This design comes from an exercise in tuning for small area, a short achievable clock period and few clock cycles per item on the open sky130 flow, not from production work. At most, simulation tests tie the RTL to the original design; equivalence was not proved. The RTL of run 4 was laid out without a check of its function. Power is estimated from default activity; no workload was simulated.

<file path="flow/run.sh">
#!/bin/bash
# The standard layout, with buf_1 port buffers and a tighter repair target.
export BUFFER_PORTS_ARGS="-buffer_cell sky130_fd_sc_hd__buf_1"
export SETUP_SLACK_MARGIN=6.2
bash standard.sh > standard.log 2>&1
</file>
<file path="standard.sh">
#!/bin/bash
# synth_recipe.tcl (not shown) runs the flow's synth.tcl, then flattens the netlist and writes it again
# the make line also repeats each setting of config.mk as NAME=value (left out here)
make -C /OpenROAD-flow-scripts/flow DESIGN_CONFIG=/design/flow/config.mk WORK_HOME=/design/flow/orfs CLKGATE_MAP_FILE= SYNTH_SCRIPT=/design/flow/synth_recipe.tcl "${@:-finish}"
</file>
<file path="constraint.sdc">
create_clock -name core_clock -period 9.0 [get_ports {clk}]
set_input_delay 1.8000 -clock core_clock [delete_from_list [all_inputs] [get_ports {clk}]]
set_output_delay 1.8000 -clock core_clock [all_outputs]
set_load 0.01 [all_outputs]
</file>
<file path="config.mk">
export PLATFORM = sky130hd
export DESIGN_NAME = dequant_quant_top
export DESIGN_NICKNAME = dequant_quant_top
export VERILOG_FILES = /design/flow/design.v
export SDC_FILE = /design/flow/constraint.sdc
export NUM_CORES = 4
export LEC_CHECK = 0
export CAP_MARGIN = 20
export CORE_MARGIN = 2
export CORE_UTILIZATION = 60
export CTS_BUF_LIST = sky130_fd_sc_hd__clkbuf_4 sky130_fd_sc_hd__clkbuf_8
export CTS_CLUSTER_SIZE = 20
export SLEW_MARGIN = 20
</file>
<file path="design.v">
package dq_pkg;
    localparam int DQ_DMA_WIDTH = 32;
    localparam int DQ_MAX_QWIDTH = 8;
    localparam int DQ_COUNT_WIDTH = 16;
endpackage
`timescale 1ns/1ps
module dq_config (
    input  logic        clk,
    input  logic        rst_n,
    input  logic        activate,
    input  logic [24:0] up_cfg_in,
    input  logic [24:0] down_cfg_in,
    output logic [3:0]  up_bw,
    output logic [4:0]  up_base,      
    output logic [3:0]  dn_bw,
    output logic [4:0]  dn_lo,        
    output logic        run
);
    always_ff @(posedge clk or negedge rst_n) begin
        if (!rst_n) begin
            run <= 1'b0;
        end else begin
            run <= activate;
        end
    end
    always_ff @(posedge clk) begin
        up_bw   <= up_cfg_in[24:21];
        up_base <= 5'd15 + up_cfg_in[20:16];
        dn_bw   <= down_cfg_in[24:21];
        dn_lo   <= 5'd15 - down_cfg_in[20:16];
    end
endmodule
`timescale 1ns/1ps
module bit_extractor (
    input  logic        clk,
    input  logic        run,
    input  logic        activate,
    input  logic [3:0]  bw,
    input  logic [15:0] num_in,      
    input  logic        in_valid,
    input  logic [31:0] in_data,
    output logic        in_ready,
    output logic        out_valid,
    output logic [7:0]  out_value,
    input  logic        out_ready
);
    logic [31:0] w;
    logic [14:0] l;
    logic [5:0]  p;
    logic [15:0] rem;        
    logic        f1;         
    logic        f2;         
    logic        rem_nz;
    logic        rem_gt1;
    logic        rem_gt2;
    logic        pop;
    logic        load;
    logic [5:0]  p_pop;      
    logic [5:0]  p_sel;
    logic        f2_pop;     
    logic        need_pop;
    logic        need_stay;
    logic [7:0]  mask;
    logic [54:0] win;
    assign rem_nz  = (rem != 16'd0);
    assign rem_gt1 = (rem[15:1] != 15'd0);
    assign rem_gt2 = rem_gt1 && (rem != 16'd2);
    assign pop  = rem_nz && !f1 && (!out_valid || out_ready);
    assign load = in_valid && in_ready;
    assign p_pop  = p + {2'd0, bw};
    assign f2_pop = ({1'b0, p} + {3'd0, bw} + {2'd0, bw, 1'b0}) > 7'd47;
    assign need_pop  = rem_gt2 ? f2_pop : (rem_gt1 && f2);
    assign need_stay = rem_gt1 ? f2 : (rem_nz && f1);
    assign p_sel = pop ? p_pop : p;
    always_comb begin
        for (int i = 0; i < 8; i++) mask[i] = (i < bw);
    end
    assign win = {8'd0, w, l};
    always_ff @(posedge clk) begin
        if (!run) begin
            p         <= 6'd47;
            rem       <= num_in;
            f1        <= 1'b1;
            f2        <= 1'b1;
            out_valid <= 1'b0;
            in_ready  <= activate && (num_in != 16'd0);
        end else begin
            p         <= {p_sel[5] && !load, p_sel[4:0]};
            f1        <= !load && (pop ? f2 : f1);
            f2        <= !load && (pop ? f2_pop : f2);
            in_ready  <= activate && !load && (pop ? need_pop : need_stay);
            if (pop) begin
                rem <= rem - 16'd1;
            end
            if (!out_valid || out_ready) begin
                out_valid <= pop;
            end
        end
        if (load) begin
            w <= in_data;
            l <= w[31:17];
        end
        if (pop) begin
            out_value <= win[p +: 8] & mask;
        end
    end
endmodule
`timescale 1ns/1ps
module dequantizer (
    input  logic [4:0]  base,        
    input  logic [7:0]  in_value,
    output logic [11:0] out_half     
);
    logic [2:0] pos;
    logic [7:0] norm;
    always_comb begin
        pos = '0;
        for (int i = 0; i < 8; i++) begin
            if (in_value[i]) pos = i[2:0];
        end
        norm = in_value << (3'd7 - pos);
        if (in_value == 8'd0) begin
            out_half = '0;
        end else begin
            out_half = {base + {2'd0, pos}, norm[6:0]};
        end
    end
endmodule
`timescale 1ns/1ps
module stream_fifo #(
    parameter int WIDTH = 16
) (
    input  logic             clk,
    input  logic             run,
    input  logic             wr_valid,
    input  logic [WIDTH-1:0] wr_data,
    output logic             wr_ready,
    output logic             rd_valid,
    output logic [WIDTH-1:0] rd_data,
    input  logic             rd_ready
);
    assign wr_ready = !rd_valid || rd_ready;
    always_ff @(posedge clk) begin
        if (!run) begin
            rd_valid <= 1'b0;
        end else if (wr_ready) begin
            rd_valid <= wr_valid;
        end
        if (wr_ready && wr_valid) begin
            rd_data <= wr_data;
        end
    end
endmodule
`timescale 1ns/1ps
module quantizer (
    input  logic [4:0]  lo,          
    input  logic [3:0]  bw,
    input  logic [15:0] in_half,
    output logic [7:0]  out_value
);
    logic        s;
    logic [4:0]  e;
    logic [10:0] mant;
    logic [5:0]  hi;
    logic [7:0]  max;
    logic [7:0]  hit;
    logic [7:0]  norm;
    assign s    = in_half[15];
    assign e    = in_half[14:10];
    assign mant = {1'b1, in_half[9:0]};
    assign hi   = {1'b0, lo} + {2'd0, bw};
    always_comb begin
        for (int i = 0; i < 8; i++) max[i] = (i < bw);
        for (int k = 0; k < 8; k++) hit[k] = (e[2:0] == 3'(lo[2:0] + 3'(k)));
        norm = '0;
        for (int k = 0; k < 8; k++) begin
            if (hit[k]) norm = norm | 8'(mant >> (10 - k));
        end
        if (s || (e == 5'd0)) begin
            out_value = '0;
        end else if ((e == 5'd31) || ({1'b0, e} >= hi)) begin
            out_value = max;
        end else if (e < lo) begin
            out_value = '0;
        end else begin
            out_value = norm;
        end
    end
endmodule
`timescale 1ns/1ps
module bit_packer (
    input  logic        clk,
    input  logic        run,
    input  logic        activate,
    input  logic [3:0]  bw,
    input  logic [15:0] num_in,      
    input  logic        in_valid,
    input  logic [7:0]  in_value,
    output logic        in_ready,
    output logic        out_valid,
    output logic [32:0] out_beat,
    input  logic        out_ready
);
    logic [15:0] rem;        
    logic [7:0]  qval;       
    logic        qv;
    logic [38:0] acc;
    logic [5:0]  fill;
    logic        rem_nz;
    logic        rem_gt1;
    logic        done;
    logic        word_rdy;
    logic        push;
    logic        move;
    logic        take;
    logic [38:0] ins;
    logic [5:0]  fill_m;     
    logic [5:0]  fill_s;     
    assign rem_nz   = (rem != 16'd0);
    assign rem_gt1  = (rem[15:1] != 15'd0);
    assign done     = !rem_nz && !qv;
    assign word_rdy = fill[5] || (done && (fill != 6'd0));
    assign push     = qv && (!fill[5] || !out_valid);
    assign move     = word_rdy && (!out_valid || out_ready);
    assign take     = in_valid && in_ready;
    assign ins    = push ? ({31'd0, qval} << fill[4:0]) : 39'd0;
    assign fill_m = {1'b0, fill[4:0] & {5{fill[5]}}} + (push ? {2'd0, bw} : 6'd0);
    assign fill_s = fill + (push ? {2'd0, bw} : 6'd0);
    logic [3:0] rdy_n;
    always_comb begin
        for (int k = 0; k < 4; k++) begin
            logic t, r, mv, nz, qvn, ovn;
            logic [5:0] fn;
            t   = k[1];
            r   = k[0];
            mv  = word_rdy && (!out_valid || r);
            nz  = t ? rem_gt1 : rem_nz;
            qvn = t || (qv && !push);
            ovn = mv || (out_valid && !r);
            fn  = mv ? fill_m : fill_s;
            rdy_n[k] = nz && (!qvn || !fn[5] || !ovn);
        end
    end
    always_ff @(posedge clk) begin
        if (!run) begin
            rem       <= num_in;
            qv        <= 1'b0;
            fill      <= '0;
            out_valid <= 1'b0;
            acc       <= '0;
            in_ready  <= activate && (num_in != 16'd0);
        end else begin
            if (take) begin
                rem <= rem - 16'd1;
            end
            qv        <= take || (qv && !push);
            fill      <= move ? fill_m : fill_s;
            out_valid <= move || (out_valid && !out_ready);
            acc       <= move ? ({32'd0, acc[38:32]} | ins) : (acc | ins);
            in_ready  <= activate && rdy_n[{take, out_ready}];
        end
        if (take) begin
            qval <= in_value;
        end
        if (move) begin
            out_beat <= {acc[31:0], done && (!fill[5] || fill == 6'd32)};
        end
    end
endmodule
`timescale 1ns/1ps
module dequant_quant_top (
    input  logic        clk,
    input  logic        rst_n,
    input  logic        activate,
    input  logic [24:0] up_cfg,
    input  logic [24:0] down_cfg,
    input  logic        rcv_valid,
    input  logic [32:0] rcv_beat,
    output logic        rcv_ready,
    output logic        deq_valid,
    output logic [15:0] deq_data,
    input  logic        deq_ready,
    input  logic        q_valid,
    input  logic [15:0] q_data,
    output logic        q_ready,
    output logic        trm_valid,
    output logic [32:0] trm_beat,
    input  logic        trm_ready
);
    logic        run;
    logic [3:0]  up_bw;
    logic [4:0]  up_base;
    logic [3:0]  dn_bw;
    logic [4:0]  dn_lo;
    logic        ext_valid;
    logic [7:0]  ext_value;
    logic        ext_ready;
    logic [11:0] dq_half;
    logic [11:0] out_half;
    logic [7:0]  qz_value;
    dq_config cfg0 (
        .clk(clk), .rst_n(rst_n), .activate(activate),
        .up_cfg_in(up_cfg), .down_cfg_in(down_cfg),
        .up_bw(up_bw), .up_base(up_base), .dn_bw(dn_bw), .dn_lo(dn_lo),
        .run(run)
    );
    bit_extractor ext0 (
        .clk(clk), .run(run), .activate(activate), .bw(up_bw), .num_in(up_cfg[15:0]),
        .in_valid(rcv_valid), .in_data(rcv_beat[32:1]), .in_ready(rcv_ready),
        .out_valid(ext_valid), .out_value(ext_value), .out_ready(ext_ready)
    );
    dequantizer deq0 (.base(up_base), .in_value(ext_value), .out_half(dq_half));
    stream_fifo #(.WIDTH(12)) up_out (
        .clk(clk), .run(run),
        .wr_valid(ext_valid), .wr_data(dq_half), .wr_ready(ext_ready),
        .rd_valid(deq_valid), .rd_data(out_half), .rd_ready(deq_ready)
    );
    assign deq_data = {1'b0, out_half, 3'b000};
    quantizer qnt0 (.lo(dn_lo), .bw(dn_bw), .in_half(q_data), .out_value(qz_value));
    bit_packer pack0 (
        .clk(clk), .run(run), .activate(activate), .bw(dn_bw), .num_in(down_cfg[15:0]),
        .in_valid(q_valid), .in_value(qz_value), .in_ready(q_ready),
        .out_valid(trm_valid), .out_beat(trm_beat), .out_ready(trm_ready)
    );
endmodule
</file>
==> flow_summary.html, run 1 <==
<table>
<tr><th>Metric</th><th>Value</th></tr>
<tr><th colspan="2">Logic synthesis</th></tr>
<tr><td>Syn Area/Cell</td><td>10.5 um2</td></tr>
<tr><td>Number of synthesized register bits</td><td>218</td></tr>
<tr><td>Fraction of registers with async set/reset</td><td>0.00459</td></tr>
<tr><td>Number of enable flip-flop cells after synthesis</td><td>140</td></tr>
<tr><td>Post-synthesis cell area</td><td>12600 um2</td></tr>
<tr><td>Number of distinct library cells after synthesis</td><td>82</td></tr>
<tr><td>Yosys warning total</td><td>6</td></tr>
<tr><td>Syn Inst Count</td><td>1201</td></tr>
<tr><td>Share of synthesized area occupied by flip-flops and latches</td><td>0.458</td></tr>
<tr><td>Commonest register cell after synthesis</td><td>sky130_fd_sc_hd__edfxtp_1</td></tr>
<tr><th colspan="2">Worst setup path</th></tr>
<tr><td>Category of the worst setup path launch point</td><td>flip-flop</td></tr>
<tr><td>Element type at the critical path end</td><td>output port</td></tr>
<tr><td>Reg-to-reg critical path endpoint</td><td>pack0.qval[0]</td></tr>
<tr><td>Data arrival time at the worst-slack endpoint</td><td>1.12 ns</td></tr>
<tr><td>Crit path kind</td><td>flip-flop to output port</td></tr>
<tr><td>Register-to-register setup slack</td><td>6.19 ns</td></tr>
<tr><td>Startpoint of the most critical register-to-register path</td><td>cfg0.dn_lo[0]</td></tr>
<tr><td>Required time of the worst setup path</td><td>7.20 ns</td></tr>
<tr><td>Family with the most delay on the worst path</td><td>flip-flops</td></tr>
<tr><td>Max Fanout on Critical Path</td><td>1</td></tr>
<tr><td>Worst path buffer plus inverter count</td><td>1</td></tr>
<tr><td>Critical Path Max Stage Delay</td><td>0.43 ns</td></tr>
<tr><td>Register-to-Register Path Depth</td><td>13</td></tr>
<tr><td>Worst path cell trace</td><td>clkbuf_2</td></tr>
<tr><td>Cell at the slowest stage of the critical path</td><td>sky130_fd_sc_hd__edfxtp_1</td></tr>
<tr><th colspan="2">Clock tree</th></tr>
<tr><td>Cell at the root of the clock tree</td><td>sky130_fd_sc_hd__clkbuf_8</td></tr>
<tr><td>Clock tree from TritonCTS</td><td>built</td></tr>
<tr><td>Number of CTS-inserted buffers</td><td>39</td></tr>
<tr><td>Later-pin clock latency in the skew report</td><td>0.55 ns</td></tr>
<tr><td>Register clock-pin slew on the reported worst setup and hold paths</td><td>0.06 ns</td></tr>
<tr><td>Number of buffers inserted for hold repair after clock tree synthesis</td><td>0</td></tr>
<tr><td>Level count of the clock H-tree</td><td>2</td></tr>
<tr><td>Number of buffers on the longest clock path</td><td>3</td></tr>
<tr><td>Sinks on the clock net</td><td>218</td></tr>
<tr><th colspan="2">Die</th></tr>
<tr><td>Area enclosed by the die boundary</td><td>22200 um2</td></tr>
<tr><td>Chip width</td><td>149 um</td></tr>
<tr><td>Cell row count</td><td>53</td></tr>
<tr><td>Area of the placeable core</td><td>20800 um2</td></tr>
<tr><td>I/O pins</td><td>159</td></tr>
<tr><td>Vert. Die Dim</td><td>149 um</td></tr>
<tr><td>Effective utilization at floorplan</td><td>0.605</td></tr>
<tr><th colspan="2">Timing</th></tr>
<tr><td>Final number of max-transition violations</td><td>0</td></tr>
<tr><td>Endpoints failing setup</td><td>0</td></tr>
<tr><td>Final Critical Period</td><td>2.92 ns</td></tr>
<tr><td>Max_slew headroom</td><td>0.520</td></tr>
<tr><td>Fin Clk Skew</td><td>0.0254 ns</td></tr>
<tr><td>Final number of hold-violating endpoints</td><td>0</td></tr>
<tr><td>Setup TNS Final</td><td>0 ns</td></tr>
<tr><td>Worst-Margin Slew</td><td>0.720 ns</td></tr>
<tr><td>Setup repair after global routing missed its margin</td><td>true</td></tr>
<tr><td>Worst Setup Slack, final</td><td>6.08 ns</td></tr>
<tr><td>Share of the cycle needed by the critical path after routing</td><td>0.324</td></tr>
<tr><td>Achievable frequency</td><td>0.343 GHz</td></tr>
<tr><th colspan="2">Place</th></tr>
<tr><td>Placed cell count</td><td>1571</td></tr>
<tr><td>Port Buffers</td><td>150</td></tr>
<tr><td>RePlAce Congestion</td><td>0.915</td></tr>
<tr><td>Worst slack at placement</td><td>5.00 ns</td></tr>
<tr><td>Placed wire-length estimate</td><td>20.0 mm</td></tr>
<tr><th colspan="2">Detailed routing</th></tr>
<tr><td>Antenna-violating nets left</td><td>0</td></tr>
<tr><td>Detail-routed via count per cell</td><td>5.93</td></tr>
<tr><td>Routed wire per std cell</td><td>17.7 um</td></tr>
<tr><td>DRT iter0 DRCs</td><td>686</td></tr>
<tr><td>Number of design rule violations left after detail routing</td><td>0</td></tr>
<tr><td>Router iterations before antenna repair</td><td>5</td></tr>
<tr><td>Routed vias</td><td>9851</td></tr>
<tr><td>Post-Route WL</td><td>29.4 mm</td></tr>
<tr><th colspan="2">Finish</th></tr>
<tr><td># diodes</td><td>0</td></tr>
<tr><td>Leading cell types in the layout, fill and taps excluded</td><td>sky130_fd_sc_hd__edfxtp_1, sky130_fd_sc_hd__nor2_1, sky130_fd_sc_hd__buf_1</td></tr>
<tr><td>Non-filler cells, final</td><td>1662</td></tr>
<tr><td>Post-layout net count</td><td>1517</td></tr>
<tr><td>Layout cells sized above 1</td><td>0.185</td></tr>
<tr><td>Leading cell type in the layout, fill and taps excluded</td><td>sky130_fd_sc_hd__edfxtp_1</td></tr>
<tr><td>Area Overhead vs Synth</td><td>16.6%</td></tr>
<tr><td>Post-Route Utilization</td><td>0.706</td></tr>
<tr><th colspan="2">Worst hold path</th></tr>
<tr><td>Worst hold path cell count</td><td>0</td></tr>
<tr><td>Capture endpoint of the worst hold path</td><td>pack0.out_beat[28]</td></tr>
<tr><td>Worst hold path type</td><td>flip-flop to flip-flop</td></tr>
<tr><td>Worst Min Path Start</td><td>pack0.acc[27]</td></tr>
<tr><th colspan="2">Outcome</th></tr>
<tr><td>Status</td><td>complete, no violations</td></tr>
<tr><th colspan="2">Pwr</th></tr>
<tr><td>Power density relative to cell area</td><td>180 nW/um2</td></tr>
<tr><td>Max rail drop VDD</td><td>0.144 mV</td></tr>
<tr><td>Total design power</td><td>0.00264 W</td></tr>
<tr><td>Leak Pwr</td><td>5.58 nW</td></tr>
<tr><th colspan="2">Global route</th></tr>
<tr><td>Wire length of the first global-routing pass</td><td>46.0 mm</td></tr>
<tr><td>Maximum number of pins on one net before global-route repair</td><td>69</td></tr>
<tr><td>Overflow left after global routing</td><td>0</td></tr>
<tr><td>Gr usage total</td><td>0.260</td></tr>
<tr><td>Number of antenna violations at the first check in global routing</td><td>0</td></tr>
<tr><td>Vias in the first global route</td><td>9160</td></tr>
<tr><th colspan="2">Run</th></tr>
<tr><td>Max_cap viols</td><td>0</td></tr>
</table>
worst reg2reg max path, stage by stage (launching register included):
cell and delay [ns]:
sky130_fd_sc_hd__dfxtp_2 0.35, sky130_fd_sc_hd__ha_2 0.21, sky130_fd_sc_hd__fa_2 0.35, sky130_fd_sc_hd__a21o_1 0.20, sky130_fd_sc_hd__a21oi_2 0.15, sky130_fd_sc_hd__xnor2_1 0.13, sky130_fd_sc_hd__ha_1 0.26, sky130_fd_sc_hd__a21oi_1 0.14
sky130_fd_sc_hd__o21ai_1 0.09, sky130_fd_sc_hd__a22oi_2 0.17, sky130_fd_sc_hd__buf_6 0.15, sky130_fd_sc_hd__buf_6 0.10, sky130_fd_sc_hd__nand3b_1 0.14, sky130_fd_sc_hd__o22ai_2 0.23
layout make-up:
cell class              count  area (um2)
multi-input cells         866        6530
fillers                  1637        6120
flip-flops and latches    218        5800
repair buffers            176         937
clock buffers              55         701
well taps                 275         344
inverters                  55         230
clock inverters            16         159
repair inverters            1        7.51
state kept, by name (all words and copies together) (netlist names), 4 cells and up:
| signal | cells |
|---|---|
| cfg0.dn_bw | 4 |
| cfg0.dn_lo | 5 |
| cfg0.up_base | 5 |
| cfg0.up_bw | 4 |
| ext0.l | 15 |
| ext0.out_value | 8 |
| ext0.p | 6 |
| ext0.rem | 16 |
| ext0.w | 32 |
| pack0.acc | 39 |
| pack0.fill | 6 |
| pack0.out_beat | 33 |
| pack0.qval | 8 |
| pack0.rem | 16 |
| up_out.rd_data | 12 |
kinds of logic (layout without fill, tap and decap cells):
| family | Yosys count | count (layout) | share of synthesized area |
|---|---|---|---|
| xor+xnor | 47 | 47 | 0.0337 |
| compound gates | 283 | 283 | 0.143 |
| simple gates | 363 | 363 | 0.138 |
| other cells | 1 | 4 | 0.000297 |
| fa+ha+maj | 54 | 54 | 0.0590 |
| mux | 115 | 115 | 0.125 |
| buf+inv | 120 | 303 | 0.0440 |
| flops | 218 | 218 | 0.458 |
worst max path at each step:
| stage | from | endpoint | slack [ns] | cells after the start |
|---|---|---|---|---|
| 6_report | pack0.out_beat[7] | trm_beat[7] | 6.08 | 1 |
| 2_1_floorplan | q_data[12] | pack0.qval[5] | 5.73 | 8 |
| 5_1_grt | q_data[12] | pack0.qval[0] | 5.99 | 10 |
| 3_3_place_gp | q_data[12] | pack0.qval[6] | 5.06 | 8 |
| 4_1_cts | pack0.out_beat[24] | trm_beat[24] | 6.05 | 1 |
| 3_5_place_dp | q_data[12] | pack0.qval[6] | 5.00 | 8 |
through the flow:
stage / hold WS (ns) / instance area (um2)
3_5_place_dp: 0.417 / 13400
5_1_grt: 0.442 / 14700
4_1_cts: 0.431 / 14500
3_3_place_gp: 0.415 / 13400
6_report: 0.434 / 14700
2_1_floorplan: 0.408 / 12800
metal layers:
layer,share of wire,global-route usage,wire length (um)
met3,0.055,0.0450,1610
met1,0.42,0.335,12300
met2,0.50,0.452,14800
met4,0.024,0.0800,694
met5,0,0,0
Yosys cell counts (9+ instances only):
cell type	count	area, um2
sky130_fd_sc_hd__nand2_1	102	383
sky130_fd_sc_hd__nor2b_1	26	163
sky130_fd_sc_hd__nor3_1	24	120
sky130_fd_sc_hd__buf_4	11	82.6
sky130_fd_sc_hd__nor4_1	14	87.6
sky130_fd_sc_hd__mux4_2	30	676
sky130_fd_sc_hd__a211oi_1	11	82.6
sky130_fd_sc_hd__nand3_1	27	135
sky130_fd_sc_hd__fa_1	9	180
sky130_fd_sc_hd__clkbuf_1	31	116
sky130_fd_sc_hd__ha_1	45	563
sky130_fd_sc_hd__xor2_1	18	158
sky130_fd_sc_hd__inv_1	50	188
sky130_fd_sc_hd__edfxtp_1	140	4200
sky130_fd_sc_hd__nand2b_1	14	87.6
sky130_fd_sc_hd__a21oi_1	84	420
sky130_fd_sc_hd__a21o_1	12	90.1
sky130_fd_sc_hd__nor2_1	105	394
sky130_fd_sc_hd__o21ai_0	52	260
sky130_fd_sc_hd__buf_2	15	75.1
sky130_fd_sc_hd__mux2_2	20	225
sky130_fd_sc_hd__dfxtp_1	77	1540
sky130_fd_sc_hd__mux2i_1	62	621
sky130_fd_sc_hd__a22oi_1	27	203
sky130_fd_sc_hd__o211ai_1	10	75.1
sky130_fd_sc_hd__and2_1	16	100
sky130_fd_sc_hd__a32oi_1	9	78.8
sky130_fd_sc_hd__a31oi_1	19	119
sky130_fd_sc_hd__xnor2_1	28	245
power by group:
part           switching (W)  leakage, nW  internal [W]
combinational       0.000242         3.18      0.000217
clock               0.000415        0.454      0.000592
sequential         0.0000546         1.95       0.00112
repair_timing:
action | 4_1_cts | 5_1_grt
cloned | 1 | 1
resized for setup | 55 | 60
setup buffers | 13 | 5
pin swaps | 9 | 16
endpoints found under the setup margin | 154 | 98
Testbench counts, summed over its fixed seeds: cycles 67,574, items 74,830.
==> run 2, diff against run 1 <==
==> flow/run.sh (replaced) <==
#!/bin/bash
# The standard layout, with buf_1 port buffers, a tighter repair target and
# a clock tree without dummy loads.
export BUFFER_PORTS_ARGS="-buffer_cell sky130_fd_sc_hd__buf_1"
export SETUP_SLACK_MARGIN=6.2
export CTS_ARGS="-sink_clustering_enable -repair_clock_nets -dont_use_dummy_load -buf_list {sky130_fd_sc_hd__clkbuf_8} -sink_clustering_size 16 -sink_clustering_max_diameter 50"
bash standard.sh > standard.log 2>&1
--- a/config.mk
+++ b/config.mk
@@ -8,6 +8,4 @@
 export CAP_MARGIN = 20
 export CORE_MARGIN = 2
 export CORE_UTILIZATION = 60
-export CTS_BUF_LIST = sky130_fd_sc_hd__clkbuf_4 sky130_fd_sc_hd__clkbuf_8
-export CTS_CLUSTER_SIZE = 20
 export SLEW_MARGIN = 20
==> flow_summary.html, run 2 <==
<table>
<tr><th>Metric</th><th>Value</th></tr>
<tr><th colspan="2">Outcome</th></tr>
<tr><td>Status</td><td>complete, no violations (unchanged)</td></tr>
<tr><th colspan="2">Die</th></tr>
<tr><td>Area of the placeable core</td><td>20800 um2 (unchanged)</td></tr>
<tr><td>Effective utilization at floorplan</td><td>0.605 (unchanged)</td></tr>
<tr><td>I/O pins</td><td>159 (unchanged)</td></tr>
<tr><td>Vert. Die Dim</td><td>149 um (unchanged)</td></tr>
<tr><td>Cell row count</td><td>53 (unchanged)</td></tr>
<tr><td>Area enclosed by the die boundary</td><td>22200 um2 (unchanged)</td></tr>
<tr><td>Chip width</td><td>149 um (unchanged)</td></tr>
<tr><th colspan="2">Run</th></tr>
<tr><td>Max_cap viols</td><td>0 (unchanged)</td></tr>
<tr><th colspan="2">Worst setup path</th></tr>
<tr><td>Startpoint of the most critical register-to-register path</td><td>cfg0.dn_bw[1] (was cfg0.dn_lo[0])</td></tr>
<tr><td>Cell at the slowest stage of the critical path</td><td>sky130_fd_sc_hd__edfxtp_1 (unchanged)</td></tr>
<tr><td>Reg-to-reg critical path endpoint</td><td>pack0.qval[5] (was pack0.qval[0])</td></tr>
<tr><td>Category of the worst setup path launch point</td><td>flip-flop (unchanged)</td></tr>
<tr><td>Crit path kind</td><td>flip-flop to output port (unchanged)</td></tr>
<tr><td>Element type at the critical path end</td><td>output port (unchanged)</td></tr>
<tr><td>Worst path buffer plus inverter count</td><td>1 (unchanged)</td></tr>
<tr><td>Max Fanout on Critical Path</td><td>1 (unchanged)</td></tr>
<tr><td>Register-to-register setup slack</td><td>6.15 ns (was 6.19 ns)</td></tr>
<tr><td>Family with the most delay on the worst path</td><td>flip-flops (unchanged)</td></tr>
<tr><td>Register-to-Register Path Depth</td><td>12 (was 13)</td></tr>
<tr><td>Worst path cell trace</td><td>clkbuf_2 (unchanged)</td></tr>
<tr><td>Required time of the worst setup path</td><td>7.20 ns (about the same)</td></tr>
<tr><td>Critical Path Max Stage Delay</td><td>0.44 ns (was 0.43 ns)</td></tr>
<tr><td>Data arrival time at the worst-slack endpoint</td><td>1.18 ns (was 1.12 ns)</td></tr>
<tr><th colspan="2">Logic synthesis</th></tr>
<tr><td>Cell with the most instances after synthesis</td><td>sky130_fd_sc_hd__edfxtp_1 (unchanged)</td></tr>
<tr><td>Post-synthesis cell area</td><td>12600 um2 (unchanged)</td></tr>
<tr><td>Share of synthesized area occupied by flip-flops and latches</td><td>0.458 (unchanged)</td></tr>
<tr><td>Syn Area/Cell</td><td>10.5 um2 (unchanged)</td></tr>
<tr><td>Fraction of registers with async set/reset</td><td>0.00459 (unchanged)</td></tr>
<tr><td>Top area cells in the synthesized netlist</td><td>sky130_fd_sc_hd__edfxtp_1, sky130_fd_sc_hd__dfxtp_1, sky130_fd_sc_hd__mux4_2 (unchanged)</td></tr>
<tr><td>Number of synthesized register bits</td><td>218 (unchanged)</td></tr>
<tr><td>Most frequent cells after synthesis</td><td>sky130_fd_sc_hd__edfxtp_1, sky130_fd_sc_hd__nor2_1, sky130_fd_sc_hd__nand2_1 (unchanged)</td></tr>
<tr><td>Number of enable flip-flop cells after synthesis</td><td>140 (unchanged)</td></tr>
<tr><td>Commonest register cell after synthesis</td><td>sky130_fd_sc_hd__edfxtp_1 (unchanged)</td></tr>
<tr><td>Yosys warning total</td><td>6 (unchanged)</td></tr>
<tr><td>Number of distinct library cells after synthesis</td><td>82 (unchanged)</td></tr>
<tr><td>Top-area cell type share of the netlist area</td><td>0.333 (unchanged)</td></tr>
<tr><td>Syn Inst Count</td><td>1201 (unchanged)</td></tr>
<tr><td>Top cell type by total area after synthesis</td><td>sky130_fd_sc_hd__edfxtp_1 (unchanged)</td></tr>
<tr><th colspan="2">Clock tree</th></tr>
<tr><td>Number of CTS-inserted buffers</td><td>29 (was 39)</td></tr>
<tr><td>Number of buffers inserted for hold repair after clock tree synthesis</td><td>0 (unchanged)</td></tr>
<tr><td>Level count of the clock H-tree</td><td>1 (was 2)</td></tr>
<tr><td>Clock tree from TritonCTS</td><td>built (unchanged)</td></tr>
<tr><td>Later-pin clock latency in the skew report</td><td>0.58 ns (was 0.55 ns)</td></tr>
<tr><td>Number of buffers on the longest clock path</td><td>3 (unchanged)</td></tr>
<tr><td>Sinks on the clock net</td><td>218 (unchanged)</td></tr>
<tr><td>Cell at the root of the clock tree</td><td>sky130_fd_sc_hd__clkbuf_8 (unchanged)</td></tr>
<tr><td>Register clock-pin slew on the reported worst setup and hold paths</td><td>0.09 ns (was 0.06 ns)</td></tr>
<tr><th colspan="2">Place</th></tr>
<tr><td>Placed wire-length estimate</td><td>20.0 mm (unchanged)</td></tr>
<tr><td>RePlAce Congestion</td><td>0.915 (unchanged)</td></tr>
<tr><td>Port Buffers</td><td>150 (unchanged)</td></tr>
<tr><th colspan="2">Finish</th></tr>
<tr><td>Flip-flop count of the largest register, all copies and words added</td><td>39 (unchanged)</td></tr>
<tr><td>Leading cell type in the layout, fill and taps excluded</td><td>sky130_fd_sc_hd__edfxtp_1 (unchanged)</td></tr>
<tr><td># diodes</td><td>0 (unchanged)</td></tr>
<tr><td>Largest registers in the final layout</td><td>pack0.acc (39), pack0.out_beat (33), ext0.w (32) (unchanged)</td></tr>
<tr><td>Leading cell types in the layout, fill and taps excluded</td><td>sky130_fd_sc_hd__edfxtp_1, sky130_fd_sc_hd__nor2_1, sky130_fd_sc_hd__buf_1 (unchanged)</td></tr>
<tr><td>Area Overhead vs Synth</td><td>13.1% (was 16.6%)</td></tr>
<tr><td>Largest Register</td><td>pack0.acc (unchanged)</td></tr>
<tr><td>Post-layout net count</td><td>1509 (was 1517)</td></tr>
<tr><td>Fill cells</td><td>1700 (was 1637)</td></tr>
<tr><td>Layout cells sized above 1</td><td>0.164 (was 0.185)</td></tr>
<tr><th colspan="2">Pwr</th></tr>
<tr><td>Leak Pwr</td><td>5.34 nW (was 5.58 nW)</td></tr>
<tr><td>Total design power</td><td>0.00224 W (was 0.00264 W)</td></tr>
<tr><td>Power density relative to cell area</td><td>157 nW/um2 (was 180 nW/um2)</td></tr>
<tr><td>Max rail drop VDD</td><td>0.108 mV (was 0.144 mV)</td></tr>
<tr><th colspan="2">Detailed routing</th></tr>
<tr><td>Antenna-violating nets left</td><td>0 (unchanged)</td></tr>
<tr><td>Detail-routed via count per cell</td><td>5.96 (was 5.93)</td></tr>
<tr><td>Routed wire per std cell</td><td>17.6 um (was 17.7 um)</td></tr>
<tr><td>Post-Route WL</td><td>28.5 mm (was 29.4 mm)</td></tr>
<tr><td>Number of design rule violations left after detail routing</td><td>0 (unchanged)</td></tr>
<tr><td>DRT iter0 DRCs</td><td>650 (was 686)</td></tr>
<tr><td>Router iterations before antenna repair</td><td>5 (unchanged)</td></tr>
<tr><td>Routed vias</td><td>9669 (was 9851)</td></tr>
<tr><th colspan="2">Global route</th></tr>
<tr><td>Overflow left after global routing</td><td>0 (unchanged)</td></tr>
<tr><td>Number of antenna violations at the first check in global routing</td><td>0 (unchanged)</td></tr>
<tr><td>Gr usage total</td><td>0.253 (was 0.260)</td></tr>
<tr><td>Maximum number of pins on one net before global-route repair</td><td>69 (unchanged)</td></tr>
<tr><td>Vias in the first global route</td><td>9019 (was 9160)</td></tr>
<tr><td>Wire length of the first global-routing pass</td><td>45.2 mm (was 46.0 mm)</td></tr>
<tr><th colspan="2">Timing</th></tr>
<tr><td>Setup repair after global routing missed its margin</td><td>true (unchanged)</td></tr>
<tr><td>Setup TNS Final</td><td>0 ns (unchanged)</td></tr>
<tr><td>Final Critical Period</td><td>2.98 ns (was 2.92 ns)</td></tr>
<tr><td>Achievable frequency</td><td>0.335 GHz (was 0.343 GHz)</td></tr>
<tr><td>Fin Clk Skew</td><td>0.0606 ns (was 0.0254 ns)</td></tr>
<tr><td>Final number of hold-violating endpoints</td><td>0 (unchanged)</td></tr>
<tr><td>Share of the cycle needed by the critical path after routing</td><td>0.331 (was 0.324)</td></tr>
<tr><td>Worst-Margin Slew</td><td>0.840 ns (was 0.720 ns)</td></tr>
<tr><td>Max_slew headroom</td><td>0.440 (was 0.520)</td></tr>
<tr><td>Endpoints failing setup</td><td>0 (unchanged)</td></tr>
<tr><td>Final number of max-transition violations</td><td>0 (unchanged)</td></tr>
<tr><th colspan="2">Worst hold path</th></tr>
<tr><td>Worst Min Path Start</td><td>pack0.acc[4] (was pack0.acc[27])</td></tr>
<tr><td>Worst hold path type</td><td>flip-flop to flip-flop (unchanged)</td></tr>
<tr><td>Capture endpoint of the worst hold path</td><td>pack0.out_beat[5] (was pack0.out_beat[28])</td></tr>
<tr><td>Worst hold path cell count</td><td>0 (unchanged)</td></tr>
</table>
==> run 2: cell counts after synthesis <==
No cell type changed its count.
==> run 2: how the worst max path moves through the flow <==
stage                            from       endpoint  slack, ns  depth (start not counted)
finish              pack0.out_beat[5]    trm_beat[5]       6.02                          1
global route        pack0.out_beat[5]    trm_beat[5]       5.96                          1
CTS                 pack0.out_beat[5]    trm_beat[5]       5.98                          1
detailed placement         q_data[12]  pack0.qval[6]       5.00                          8
global placement           q_data[12]  pack0.qval[6]       5.06                          8
floorplan                  q_data[12]  pack0.qval[5]       5.73                          8
==> run 2: logic make-up after synthesis <==
logic type | Yosys count | synth area share
AO/OA/AOI/OAI | 283 | 0.143
XOR/XNOR | 47 | 0.0337
adder cells (fa/ha/maj) | 54 | 0.0590
buffers and inverters | 120 | 0.0440
flip-flops | 218 | 0.458
multiplexers | 115 | 0.125
other | 1 | 0.000297
AND/OR/NAND/NOR | 363 | 0.138
==> run 2: repair_timing <==
| action | CTS | global route |
|---|---|---|
| buffers inserted | 12 | 9 |
| gates cloned | 1 | 0 |
| pin swaps | 11 | 11 |
| gates resized for setup | 60 | 59 |
| endpoints found under the setup margin | 153 | 78 |
==> run 2: cell type report <==
cell class	instances	area, um2	share of cell area
inverters	55	230	0.0161
clock buffers	29	399	0.0280
well taps	275	344	0.0241
multi-input cells	866	6540	0.459
repair buffers	178	933	0.0655
repair inverters	1	7.51	0.000526
flip-flops and latches	218	5800	0.407
==> run 2: report_power, final <==
part / switching, W / internal, W / total [W] / leakage [nW]
combinational: 0.000240 / 0.000217 / 0.000457 / 3.18
sequential: 0.0000543 / 0.00112 / 0.00117 / 1.95
clock: 0.000330 / 0.000283 / 0.000613 / 0.209
==> run 2: per-stage QoR <==
step                      area, um2  hold WS, ns  utilization  std cells  setup WS (ns)
after CTS                     14100        0.376        0.675       1613           5.98
after global placement        13400        0.415        0.644       1571           5.06
after floorplan               12800        0.408            -       1204           5.73
final                         14300        0.374        0.685       1622           6.02
after global routing          14300        0.393        0.685       1622           5.96
after detailed placement      13400        0.417        0.644       1571           5.00
==> run 2: worst reg2reg max path: cells and delay by family (launching register included) <==
| family | cells | cell delay [ns] |
|---|---|---|
| xor+xnor | 1 | 0.11 |
| fa+ha+maj | 2 | 0.62 |
| simple gates | 2 | 0.22 |
| flops | 1 | 0.56 |
| compound gates | 5 | 0.86 |
| buf+inv | 2 | 0.24 |
==> run 2: layer usage <==
layer  vias to the layer above  routed length [um]  track usage
li1                       4733                   -            -
met1                      4637               12100        0.331
met2                       250               14300        0.441
met3                        49                1470       0.0385
met4                         0                 671       0.0686
met5                         -                   0            0
==> run 3, diff against run 2 <==
==> flow/run.sh (replaced) <==
#!/bin/bash
# The standard layout, with buf_1 port buffers, a tighter repair target and
# a clock tree without dummy loads.
export BUFFER_PORTS_ARGS="-buffer_cell sky130_fd_sc_hd__buf_1"
export SETUP_SLACK_MARGIN=6.2
export CTS_ARGS="-sink_clustering_enable -repair_clock_nets -dont_use_dummy_load -buf_list {sky130_fd_sc_hd__clkbuf_4 sky130_fd_sc_hd__clkbuf_8} -sink_clustering_size 20 -sink_clustering_max_diameter 60"
bash standard.sh > standard.log 2>&1
==> flow_summary.html, run 3 <==
<table>
<tr><th>Metric</th><th>Value</th></tr>
<tr><th colspan="2">Outcome</th></tr>
<tr><td>Status</td><td>complete, no violations (unchanged)</td></tr>
<tr><th colspan="2">Timing</th></tr>
<tr><td>Final number of max-transition violations</td><td>0 (unchanged)</td></tr>
<tr><td>Setup TNS Final</td><td>0 ns (unchanged)</td></tr>
<tr><td>Max_slew headroom</td><td>0.494 (was 0.440)</td></tr>
<tr><td>Fin Clk Skew</td><td>0.0650 ns (was 0.0606 ns)</td></tr>
<tr><td>Achievable frequency</td><td>0.337 GHz (was 0.335 GHz)</td></tr>
<tr><td>Setup repair after global routing missed its margin</td><td>true (unchanged)</td></tr>
<tr><td>Final number of hold-violating endpoints</td><td>0 (unchanged)</td></tr>
<tr><td>Share of the cycle needed by the critical path after routing</td><td>0.329 (was 0.331)</td></tr>
<tr><td>Worst-Margin Slew</td><td>0.759 ns (was 0.840 ns)</td></tr>
<tr><td>Endpoints failing setup</td><td>0 (unchanged)</td></tr>
<tr><td>Final Critical Period</td><td>2.96 ns (was 2.98 ns)</td></tr>
<tr><td>Worst Setup Slack, final</td><td>6.04 ns (was 6.02 ns)</td></tr>
<tr><th colspan="2">Logic synthesis</th></tr>
<tr><td>Top cell type by total area after synthesis</td><td>sky130_fd_sc_hd__edfxtp_1 (unchanged)</td></tr>
<tr><td>Yosys warning total</td><td>6 (unchanged)</td></tr>
<tr><td>Cell with the most instances after synthesis</td><td>sky130_fd_sc_hd__edfxtp_1 (unchanged)</td></tr>
<tr><td>Syn Inst Count</td><td>1201 (unchanged)</td></tr>
<tr><td>Number of distinct library cells after synthesis</td><td>82 (unchanged)</td></tr>
<tr><td>Post-synthesis cell area</td><td>12600 um2 (unchanged)</td></tr>
<tr><td>Share of synthesized area occupied by flip-flops and latches</td><td>0.458 (unchanged)</td></tr>
<tr><td>Syn Area/Cell</td><td>10.5 um2 (unchanged)</td></tr>
<tr><td>Fraction of registers with async set/reset</td><td>0.00459 (unchanged)</td></tr>
<tr><td>Top area cells in the synthesized netlist</td><td>sky130_fd_sc_hd__edfxtp_1, sky130_fd_sc_hd__dfxtp_1, sky130_fd_sc_hd__mux4_2 (unchanged)</td></tr>
<tr><td>Most frequent cells after synthesis</td><td>sky130_fd_sc_hd__edfxtp_1, sky130_fd_sc_hd__nor2_1, sky130_fd_sc_hd__nand2_1 (unchanged)</td></tr>
<tr><td>Number of enable flip-flop cells after synthesis</td><td>140 (unchanged)</td></tr>
<tr><td>Number of synthesized register bits</td><td>218 (unchanged)</td></tr>
<tr><td>Top-area cell type share of the netlist area</td><td>0.333 (unchanged)</td></tr>
<tr><td>Commonest register cell after synthesis</td><td>sky130_fd_sc_hd__edfxtp_1 (unchanged)</td></tr>
<tr><th colspan="2">Global route</th></tr>
<tr><td>Maximum number of pins on one net before global-route repair</td><td>69 (unchanged)</td></tr>
<tr><td>Gr usage total</td><td>0.253 (about the same)</td></tr>
<tr><td>Vias in the first global route</td><td>8910 (was 9019)</td></tr>
<tr><td>Overflow left after global routing</td><td>0 (unchanged)</td></tr>
<tr><td>Number of antenna violations at the first check in global routing</td><td>0 (unchanged)</td></tr>
<tr><td>Wire length of the first global-routing pass</td><td>45.0 mm (was 45.2 mm)</td></tr>
<tr><th colspan="2">Die</th></tr>
<tr><td>Chip width</td><td>149 um (unchanged)</td></tr>
<tr><td>Vert. Die Dim</td><td>149 um (unchanged)</td></tr>
<tr><td>I/O pins</td><td>159 (unchanged)</td></tr>
<tr><td>Area of the placeable core</td><td>20800 um2 (unchanged)</td></tr>
<tr><td>Effective utilization at floorplan</td><td>0.605 (unchanged)</td></tr>
<tr><td>Area enclosed by the die boundary</td><td>22200 um2 (unchanged)</td></tr>
<tr><td>Cell row count</td><td>53 (unchanged)</td></tr>
<tr><th colspan="2">Worst setup path</th></tr>
<tr><td>Register-to-Register Path Depth</td><td>13 (was 12)</td></tr>
<tr><td>Critical Path Max Stage Delay</td><td>0.45 ns (was 0.44 ns)</td></tr>
<tr><td>Worst path buffer plus inverter count</td><td>1 (unchanged)</td></tr>
<tr><td>Category of the worst setup path launch point</td><td>flip-flop (unchanged)</td></tr>
<tr><td>Reg-to-reg critical path endpoint</td><td>pack0.qval[1] (was pack0.qval[5])</td></tr>
<tr><td>Required time of the worst setup path</td><td>7.20 ns (about the same)</td></tr>
<tr><td>Crit path kind</td><td>flip-flop to output port (unchanged)</td></tr>
<tr><td>Element type at the critical path end</td><td>output port (unchanged)</td></tr>
<tr><td>Worst path cell trace</td><td>clkbuf_2 (unchanged)</td></tr>
<tr><td>Family with the most delay on the worst path</td><td>flip-flops (unchanged)</td></tr>
<tr><td>Cell at the slowest stage of the critical path</td><td>sky130_fd_sc_hd__edfxtp_1 (unchanged)</td></tr>
<tr><td>Max Fanout on Critical Path</td><td>1 (unchanged)</td></tr>
<tr><td>Startpoint of the most critical register-to-register path</td><td>cfg0.dn_bw[0] (was cfg0.dn_bw[1])</td></tr>
<tr><td>Register-to-register setup slack</td><td>6.18 ns (was 6.15 ns)</td></tr>
<tr><td>Data arrival time at the worst-slack endpoint</td><td>1.16 ns (was 1.18 ns)</td></tr>
<tr><th colspan="2">Finish</th></tr>
<tr><td>Flip-flop count of the largest register, all copies and words added</td><td>39 (unchanged)</td></tr>
<tr><td>Final standard cell area without fillers</td><td>14100 um2 (was 14300 um2)</td></tr>
<tr><td>Layout cells sized above 1</td><td>0.156 (was 0.164)</td></tr>
<tr><td># diodes</td><td>0 (unchanged)</td></tr>
<tr><td>Leading cell type in the layout, fill and taps excluded</td><td>sky130_fd_sc_hd__edfxtp_1 (unchanged)</td></tr>
<tr><td>Post-layout net count</td><td>1499 (was 1509)</td></tr>
<tr><td>Area Overhead vs Synth</td><td>12.0% (was 13.1%)</td></tr>
<tr><td>Largest Register</td><td>pack0.acc (unchanged)</td></tr>
<tr><td>Largest registers in the final layout</td><td>pack0.acc (39), pack0.out_beat (33), ext0.w (32) (unchanged)</td></tr>
<tr><td>Leading cell types in the layout, fill and taps excluded</td><td>sky130_fd_sc_hd__edfxtp_1, sky130_fd_sc_hd__nor2_1, sky130_fd_sc_hd__buf_1 (unchanged)</td></tr>
<tr><th colspan="2">Clock tree</th></tr>
<tr><td>Number of buffers inserted for hold repair after clock tree synthesis</td><td>0 (unchanged)</td></tr>
<tr><td>Register clock-pin slew on the reported worst setup and hold paths</td><td>0.11 ns (was 0.09 ns)</td></tr>
<tr><td>Level count of the clock H-tree</td><td>1 (unchanged)</td></tr>
<tr><td>Number of buffers on the longest clock path</td><td>3 (unchanged)</td></tr>
<tr><td>Number of CTS-inserted buffers</td><td>21 (was 29)</td></tr>
<tr><td>Clock tree from TritonCTS</td><td>built (unchanged)</td></tr>
<tr><td>Cell at the root of the clock tree</td><td>sky130_fd_sc_hd__clkbuf_8 (unchanged)</td></tr>
<tr><td>Later-pin clock latency in the skew report</td><td>0.55 ns (was 0.58 ns)</td></tr>
<tr><td>Sinks on the clock net</td><td>218 (unchanged)</td></tr>
<tr><th colspan="2">Detailed routing</th></tr>
<tr><td>Post-Route WL</td><td>28.4 mm (was 28.5 mm)</td></tr>
<tr><td>Routed wire per std cell</td><td>17.6 um (about the same)</td></tr>
<tr><td>DRT iter0 DRCs</td><td>595 (was 650)</td></tr>
<tr><td>Number of design rule violations left after detail routing</td><td>0 (unchanged)</td></tr>
<tr><td>Routed vias</td><td>9606 (was 9669)</td></tr>
<tr><td>Detail-routed via count per cell</td><td>5.96 (about the same)</td></tr>
<tr><td>Antenna-violating nets left</td><td>0 (unchanged)</td></tr>
<tr><td>Router iterations before antenna repair</td><td>5 (unchanged)</td></tr>
<tr><th colspan="2">Worst hold path</th></tr>
<tr><td>Capture endpoint of the worst hold path</td><td>pack0.acc[3] (was pack0.out_beat[5])</td></tr>
<tr><td>Worst hold path type</td><td>flip-flop to flip-flop (unchanged)</td></tr>
<tr><td>Worst hold path cell count</td><td>2 (was 0)</td></tr>
<tr><td>Worst Min Path Start</td><td>pack0.acc[35] (was pack0.acc[4])</td></tr>
<tr><th colspan="2">Place</th></tr>
<tr><td>Worst slack at placement</td><td>5.00 ns (unchanged)</td></tr>
<tr><td>Port Buffers</td><td>150 (unchanged)</td></tr>
<tr><td>Placed wire-length estimate</td><td>20.0 mm (unchanged)</td></tr>
<tr><td>RePlAce Congestion</td><td>0.915 (unchanged)</td></tr>
<tr><td>Area of placed instances</td><td>13400 um2 (unchanged)</td></tr>
<tr><th colspan="2">Pwr</th></tr>
<tr><td>Power density relative to cell area</td><td>152 nW/um2 (was 157 nW/um2)</td></tr>
<tr><td>Max rail drop VDD</td><td>0.118 mV (was 0.108 mV)</td></tr>
<tr><td>Total design power</td><td>0.00214 W (was 0.00224 W)</td></tr>
<tr><td>Leak Pwr</td><td>5.27 nW (was 5.34 nW)</td></tr>
<tr><th colspan="2">Run</th></tr>
<tr><td>Max_cap viols</td><td>0 (unchanged)</td></tr>
</table>
[run 3: cell families after synthesis]
kind of cell / after synthesis / share of synthesized area
AOI/OAI and AO/OA: 283 / 0.143
DFF: 218 / 0.458
buffers and inverters: 120 / 0.0440
muxes: 115 / 0.125
and+or+nand+nor: 363 / 0.138
other: 1 / 0.000297
adders and majority gates: 54 / 0.0590
xor gates and xnor gates: 47 / 0.0337
[run 3: per-layer routing]
metal	GRT usage	share of wire	up-vias
met5	0	0	-
met4	0.0657	0.026	0
met3	0.0373	0.051	44
met2	0.443	0.50	247
met1	0.330	0.42	4590
li1	-	-	4725
[run 3: area by class of cell]
type,instances,area (um2)
repair inverters,1,7.51
repair buffers,176,922
fillers,1704,6700
well taps,275,344
inverters,55,233
clock buffers,21,289
multi-input cells,866,6520
flip-flops and latches,218,5800
[run 3: what timing repair did]
item                       in CTS  in global routing
setup endpoints to repair     155                 87
pin swaps                       8                  8
buffers inserted               13                  6
cloned                          1                  0
hold endpoints to repair        0                  0
resized for setup              57                 58
[run 3: per-stage QoR]
step           hold WS (ns)  utilization  std cells
2_1_floorplan         0.408            -       1204
3_3_place_gp          0.415        0.644       1571
3_5_place_dp          0.417        0.644       1571
4_1_cts               0.386        0.670       1606
5_1_grt               0.395        0.678       1612
6_report              0.401        0.678       1612
[run 3: report_power, final]
group          total, W  internal (W)  switching, W
combinational  0.000456      0.000215      0.000240
clock          0.000517      0.000208      0.000309
sequential      0.00117       0.00112     0.0000539
[run 3: worst max path at each step]
stage                           start       endpoint  cells past startpoint
floorplan                  q_data[12]  pack0.qval[5]                      8
global placement           q_data[12]  pack0.qval[6]                      8
detailed placement         q_data[12]  pack0.qval[6]                      8
CTS                 pack0.out_beat[5]    trm_beat[5]                      1
global route               q_data[12]  pack0.qval[2]                      8
finish              pack0.out_beat[5]    trm_beat[5]                      1
==> run 4, diff against run 3 <==
--- a/design.v
+++ b/design.v
@@ -61,7 +61,13 @@
     logic        need_pop;
     logic        need_stay;
     logic [7:0]  mask;
-    logic [54:0] win;
+    logic [46:0] win;
+    logic [38:0] s32;
+    logic [22:0] s16;
+    logic [14:0] s8;
+    logic [10:0] s4;
+    logic [8:0]  s2;
+    logic [7:0]  s1;
     assign rem_nz  = (rem != 16'd0);
     assign rem_gt1 = (rem[15:1] != 15'd0);
     assign rem_gt2 = rem_gt1 && (rem != 16'd2);
@@ -75,7 +81,15 @@
     always_comb begin
         for (int i = 0; i < 8; i++) mask[i] = (i < bw);
     end
-    assign win = {8'd0, w, l};
+    assign win = {w, l};
+    always_comb begin
+        for (int i = 0; i < 39; i++) s32[i] = (p[5] && i < 15) ? win[i+32] : win[i];
+        for (int i = 0; i < 23; i++) s16[i] = p[4] ? s32[i+16] : s32[i];
+        for (int i = 0; i < 15; i++) s8[i]  = p[3] ? s16[i+8]  : s16[i];
+        for (int i = 0; i < 11; i++) s4[i]  = p[2] ? s8[i+4]   : s8[i];
+        for (int i = 0; i < 9; i++)  s2[i]  = p[1] ? s4[i+2]   : s4[i];
+        for (int i = 0; i < 8; i++)  s1[i]  = p[0] ? s2[i+1]   : s2[i];
+    end
     always_ff @(posedge clk) begin
         if (!run) begin
             p         <= 6'd47;
@@ -101,7 +115,7 @@
             l <= w[31:17];
         end
         if (pop) begin
-            out_value <= win[p +: 8] & mask;
+            out_value <= s1 & mask;
         end
     end
 endmodule
==> flow_summary.html, run 4 <==
<table>
<tr><th>Metric</th><th>Value</th></tr>
<tr><th colspan="2">Die</th></tr>
<tr><td>Area of the placeable core</td><td>18600 um2 (was 20800 um2)</td></tr>
<tr><td>I/O pins</td><td>159 (unchanged)</td></tr>
<tr><td>Cell row count</td><td>50 (was 53)</td></tr>
<tr><td>Area enclosed by the die boundary</td><td>20000 um2 (was 22200 um2)</td></tr>
<tr><td>Effective utilization at floorplan</td><td>0.608 (was 0.605)</td></tr>
<tr><td>Chip width</td><td>141 um (was 149 um)</td></tr>
<tr><td>Vert. Die Dim</td><td>141 um (was 149 um)</td></tr>
<tr><th colspan="2">Detailed routing</th></tr>
<tr><td>DRT iter0 DRCs</td><td>384 (was 595)</td></tr>
<tr><td>Antenna-violating nets left</td><td>0 (unchanged)</td></tr>
<tr><td>Router iterations before antenna repair</td><td>7 (was 5)</td></tr>
<tr><td>Number of design rule violations left after detail routing</td><td>0 (unchanged)</td></tr>
<tr><td>Routed vias</td><td>8105 (was 9606)</td></tr>
<tr><td>Post-Route WL</td><td>23.7 mm (was 28.4 mm)</td></tr>
<tr><td>Detail-routed via count per cell</td><td>5.84 (was 5.96)</td></tr>
<tr><td>Routed wire per std cell</td><td>17.0 um (was 17.6 um)</td></tr>
<tr><th colspan="2">Global route</th></tr>
<tr><td>Maximum number of pins on one net before global-route repair</td><td>73 (was 69)</td></tr>
<tr><td>Overflow left after global routing</td><td>0 (unchanged)</td></tr>
<tr><td>Wire length of the first global-routing pass</td><td>38.2 mm (was 45.0 mm)</td></tr>
<tr><td>Vias in the first global route</td><td>7823 (was 8910)</td></tr>
<tr><td>Number of antenna violations at the first check in global routing</td><td>0 (unchanged)</td></tr>
<tr><td>Gr usage total</td><td>0.234 (was 0.253)</td></tr>
<tr><th colspan="2">Place</th></tr>
<tr><td>Placed cell count</td><td>1352 (was 1571)</td></tr>
<tr><td>RePlAce Congestion</td><td>0.845 (was 0.915)</td></tr>
<tr><td>Port Buffers</td><td>150 (unchanged)</td></tr>
<tr><td>Placed wire-length estimate</td><td>16.7 mm (was 20.0 mm)</td></tr>
<tr><td>Worst slack at placement</td><td>5.03 ns (was 5.00 ns)</td></tr>
<tr><th colspan="2">Finish</th></tr>
<tr><td>Leading cell type in the layout, fill and taps excluded</td><td>sky130_fd_sc_hd__edfxtp_1 (unchanged)</td></tr>
<tr><td>Area Overhead vs Synth</td><td>14.6% (was 12.0%)</td></tr>
<tr><td># diodes</td><td>0 (unchanged)</td></tr>
<tr><td>Post-layout net count</td><td>1316 (was 1499)</td></tr>
<tr><td>Layout cells sized above 1</td><td>0.185 (was 0.156)</td></tr>
<tr><td>Largest registers in the final layout</td><td>pack0.acc (39), pack0.out_beat (33), ext0.w (32) (unchanged)</td></tr>
<tr><td>Largest Register</td><td>pack0.acc (unchanged)</td></tr>
<tr><td>Non-filler cells, final</td><td>1388 (was 1612)</td></tr>
<tr><td>Flip-flop count of the largest register, all copies and words added</td><td>39 (unchanged)</td></tr>
<tr><td>Leading cell types in the layout, fill and taps excluded</td><td>sky130_fd_sc_hd__edfxtp_1, sky130_fd_sc_hd__buf_1, sky130_fd_sc_hd__nor2_1 (was sky130_fd_sc_hd__edfxtp_1, sky130_fd_sc_hd__nor2_1, sky130_fd_sc_hd__buf_1)</td></tr>
<tr><th colspan="2">Logic synthesis</th></tr>
<tr><td>Commonest register cell after synthesis</td><td>sky130_fd_sc_hd__edfxtp_1 (unchanged)</td></tr>
<tr><td>Most frequent cells after synthesis</td><td>sky130_fd_sc_hd__edfxtp_1, sky130_fd_sc_hd__nor2_1, sky130_fd_sc_hd__dfxtp_1 (was sky130_fd_sc_hd__edfxtp_1, sky130_fd_sc_hd__nor2_1, sky130_fd_sc_hd__nand2_1)</td></tr>
<tr><td>Top area cells in the synthesized netlist</td><td>sky130_fd_sc_hd__edfxtp_1, sky130_fd_sc_hd__dfxtp_1, sky130_fd_sc_hd__ha_1 (was sky130_fd_sc_hd__edfxtp_1, sky130_fd_sc_hd__dfxtp_1, sky130_fd_sc_hd__mux4_2)</td></tr>
<tr><td>Post-synthesis adder-cell area fraction</td><td>0.0656 (was 0.0590)</td></tr>
<tr><td>Largest family of logic cells by synthesized area</td><td>compound AO/OA/AOI/OAI gates (unchanged)</td></tr>
<tr><td>Cell with the most instances after synthesis</td><td>sky130_fd_sc_hd__edfxtp_1 (unchanged)</td></tr>
<tr><td>Yosys warning total</td><td>30 (was 6)</td></tr>
<tr><td>Share of synthesized area occupied by flip-flops and latches</td><td>0.509 (was 0.458)</td></tr>
<tr><td>Syn Inst Count</td><td>1010 (was 1201)</td></tr>
<tr><td>Post-synthesis cell area</td><td>11300 um2 (was 12600 um2)</td></tr>
<tr><td>Fraction of registers with async set/reset</td><td>0.00459 (unchanged)</td></tr>
<tr><td>Top-area cell type share of the netlist area</td><td>0.371 (was 0.333)</td></tr>
<tr><td>Top cell type by total area after synthesis</td><td>sky130_fd_sc_hd__edfxtp_1 (unchanged)</td></tr>
<tr><td>Number of distinct library cells after synthesis</td><td>77 (was 82)</td></tr>
<tr><td>Multiplexer share of the synthesized area</td><td>0.0979 (was 0.125)</td></tr>
<tr><td>Number of synthesized register bits</td><td>218 (unchanged)</td></tr>
<tr><td>XOR/XNOR Fraction of Synth Area</td><td>0.0363 (was 0.0337)</td></tr>
<tr><td>Simple-gate portion of the synthesized area</td><td>0.127 (was 0.138)</td></tr>
<tr><td>Number of enable flip-flop cells after synthesis</td><td>140 (unchanged)</td></tr>
<tr><td>Compound-Gate Fraction of Synth Area</td><td>0.128 (was 0.143)</td></tr>
<tr><td>Syn Area/Cell</td><td>11.2 um2 (was 10.5 um2)</td></tr>
<tr><th colspan="2">Clock tree</th></tr>
<tr><td>Register clock-pin slew on the reported worst setup and hold paths</td><td>0.10 ns (was 0.11 ns)</td></tr>
<tr><td>Clock tree from TritonCTS</td><td>built (unchanged)</td></tr>
<tr><td>Cell at the root of the clock tree</td><td>sky130_fd_sc_hd__clkbuf_8 (unchanged)</td></tr>
<tr><td>Sinks on the clock net</td><td>218 (unchanged)</td></tr>
<tr><td>Number of buffers on the longest clock path</td><td>3 (unchanged)</td></tr>
<tr><td>Level count of the clock H-tree</td><td>1 (unchanged)</td></tr>
<tr><td>Number of CTS-inserted buffers</td><td>19 (was 21)</td></tr>
<tr><td>Later-pin clock latency in the skew report</td><td>0.53 ns (was 0.55 ns)</td></tr>
<tr><th colspan="2">Timing</th></tr>
<tr><td>Setup repair after global routing missed its margin</td><td>true (unchanged)</td></tr>
<tr><td>Final number of hold-violating endpoints</td><td>0 (unchanged)</td></tr>
<tr><td>Worst Setup Slack, final</td><td>6.05 ns (was 6.04 ns)</td></tr>
<tr><td>Setup TNS Final</td><td>0 ns (unchanged)</td></tr>
<tr><td>Fin Clk Skew</td><td>0.0496 ns (was 0.0650 ns)</td></tr>
<tr><td>Worst-Margin Slew</td><td>0.817 ns (was 0.759 ns)</td></tr>
<tr><td>Final number of max-transition violations</td><td>0 (unchanged)</td></tr>
<tr><td>Share of the cycle needed by the critical path after routing</td><td>0.328 (was 0.329)</td></tr>
<tr><td>Final Critical Period</td><td>2.95 ns (was 2.96 ns)</td></tr>
<tr><td>Achievable frequency</td><td>0.339 GHz (was 0.337 GHz)</td></tr>
<tr><td>Max_slew headroom</td><td>0.455 (was 0.494)</td></tr>
<tr><td>Endpoints failing setup</td><td>0 (unchanged)</td></tr>
<tr><th colspan="2">Pwr</th></tr>
<tr><td>Total design power</td><td>0.00204 W (was 0.00214 W)</td></tr>
<tr><td>Power density relative to cell area</td><td>157 nW/um2 (was 152 nW/um2)</td></tr>
<tr><td>Max rail drop VDD</td><td>0.132 mV (was 0.118 mV)</td></tr>
<tr><td>Leak Pwr</td><td>4.72 nW (was 5.27 nW)</td></tr>
<tr><th colspan="2">Worst setup path</th></tr>
<tr><td>Data arrival time at the worst-slack endpoint</td><td>3.22 ns (was 1.16 ns)</td></tr>
<tr><td>Crit path kind</td><td>input port to flip-flop (was flip-flop to output port)</td></tr>
<tr><td>Max Fanout on Critical Path</td><td>5 (was 1)</td></tr>
<tr><td>Worst path cell trace</td><td>buf_12 -&gt; xnor2_4 -&gt; buf_6 -&gt; xor2_4 -&gt; mux2_4 -&gt; a221o_1 -&gt; nand3_1 -&gt; a21oi_1 (was clkbuf_2)</td></tr>
<tr><td>Category of the worst setup path launch point</td><td>input port (was flip-flop)</td></tr>
<tr><td>Element type at the critical path end</td><td>flip-flop (was output port)</td></tr>
<tr><td>Critical Path Max Stage Delay</td><td>0.34 ns (was 0.45 ns)</td></tr>
<tr><td>Cell at the slowest stage of the critical path</td><td>sky130_fd_sc_hd__a221o_1 (was sky130_fd_sc_hd__edfxtp_1)</td></tr>
<tr><td>Required time of the worst setup path</td><td>9.27 ns (was 7.20 ns)</td></tr>
<tr><th colspan="2">Outcome</th></tr>
<tr><td>Status</td><td>complete, no violations (unchanged)</td></tr>
<tr><th colspan="2">Run</th></tr>
<tr><td>Max_cap viols</td><td>0 (unchanged)</td></tr>
<tr><th colspan="2">Worst hold path</th></tr>
<tr><td>Worst hold path type</td><td>flip-flop to flip-flop (unchanged)</td></tr>
</table>
## run 4: cell types whose count changed after synthesis, moves of 13 or more
cell | before | now
sky130_fd_sc_hd__mux2i_1 | 62 | 40
sky130_fd_sc_hd__nand2_1 | 102 | 66
sky130_fd_sc_hd__nand3_1 | 27 | 11
sky130_fd_sc_hd__nor2_1 | 105 | 90
sky130_fd_sc_hd__nor3_1 | 24 | 11
sky130_fd_sc_hd__o21ai_0 | 52 | 24
## run 4: layout make-up
class	count	area (um2)
well taps	234	293
fillers	1433	5660
repair buffers	172	900
inverters	47	184
flip-flops and latches	218	5800
clock buffers	19	262
multi-input cells	698	5550
## run 4: logic make-up (layout without fill, tap and decap cells)
logic type,count (synthesis),count (layout)
AND/OR/NAND/NOR,286,286
AO/OA/AOI/OAI,223,223
flip-flops,218,218
buffers and inverters,97,238
multiplexers,84,84
adder cells (fa/ha/maj),54,54
XOR/XNOR,47,47
other,1,4
## run 4: per-stage QoR
stage | hold slack, ns | area, um2 | util
after floorplan | 0.408 | 11500 | -
after global placement | 0.415 | 12200 | 0.652
after detailed placement | 0.417 | 12200 | 0.652
after CTS | 0.400 | 12700 | 0.682
after global routing | 0.411 | 13000 | 0.697
final | 0.403 | 13000 | 0.697
## run 4: worst max-delay path, delay by kind of cell
family,cells,cell delay (ns)
AOI/OAI and AO/OA,2,0.40
xor gates and xnor gates,2,0.34
buffers and inverters,2,0.27
muxes,1,0.32
and+or+nand+nor,1,0.08
## run 4: final timing paths
check	from	end	cells after the start	slack, ns
setup / recovery	q_data[12]	pack0.qval[2]	8	6.05
hold / removal	pack0.acc[23]	pack0.out_beat[24]	0	0.40
setup reg to reg	cfg0.dn_bw[0]	pack0.qval[1]	12	6.20
hold reg to reg	pack0.acc[23]	pack0.out_beat[24]	0	0.40
max in group asynchronous	rst_n	cfg0.run	1	7.86
min in group asynchronous	rst_n	cfg0.run	1	1.04
## run 4: what timing repair did
action / in CTS / in global routing
cloned: 0 / 1
hold buffers: 0 / 0
buffers inserted: 10 / 6
gates resized for setup: 66 / 67
setup endpoints to repair: 118 / 81
pin swaps: 11 / 15
## run 4: power breakdown
| part | internal, W | switching (W) |
|---|---|---|
| registers | 0.00112 | 0.0000548 |
| logic | 0.000192 | 0.000185 |
| clock network | 0.000190 | 0.000302 |
| total | 0.00150 | 0.000542 |
## run 4: routing by layer
| metal | GRT usage | vias to the layer above | part of all wire |
|---|---|---|---|
| met3 | 0.0334 | 35 | 0.035 |
| met4 | 0.0605 | 0 | 0.021 |
| met2 | 0.420 | 166 | 0.51 |
| li1 | - | 3998 | - |
| met5 | 0 | - | 0 |
| met1 | 0.299 | 3906 | 0.43 |

## separate check: timing with driven ports
How much do the figures lean on ideal ports? The routed layouts below were timed once more, with nothing changed but the port constraints. Step 1, drivers: a clkbuf_16 drives clk and a buf_2 each remaining input, both assumed. Step 2 also shifts input and output timing later by t, the mid clock arrival at the registers, as if the neighbouring blocks saw the same clock. a / b / c = ideal ports / drivers / drivers and shift; a / b = the first two.
| run | t (ns) | slack for setup (ns) | worst hold slack (ns) | pins driven straight from the clock port |
|---|---|---|---|---|
| run 1 | 0.577 | 6.081 / 6.038 / 5.492 | 0.434 / 0.434 / 0.434 | 1 |
| run 2 | 0.595 | 6.017 / 5.974 / 5.471 | 0.374 / 0.374 / 0.374 | 1 |
| run 3 | 0.561 | 6.037 / 5.992 / 5.482 | 0.401 / 0.401 / 0.401 | 1 |
| run 4 | 0.545 | 6.051 / 6.027 / 5.500 | 0.403 / 0.403 / 0.403 | 1 |
After both steps setup and hold are still met in every run listed. The setup slack of run 1, which loses most, moves by -0.043 ns with the drivers and by -0.589 ns with both steps.
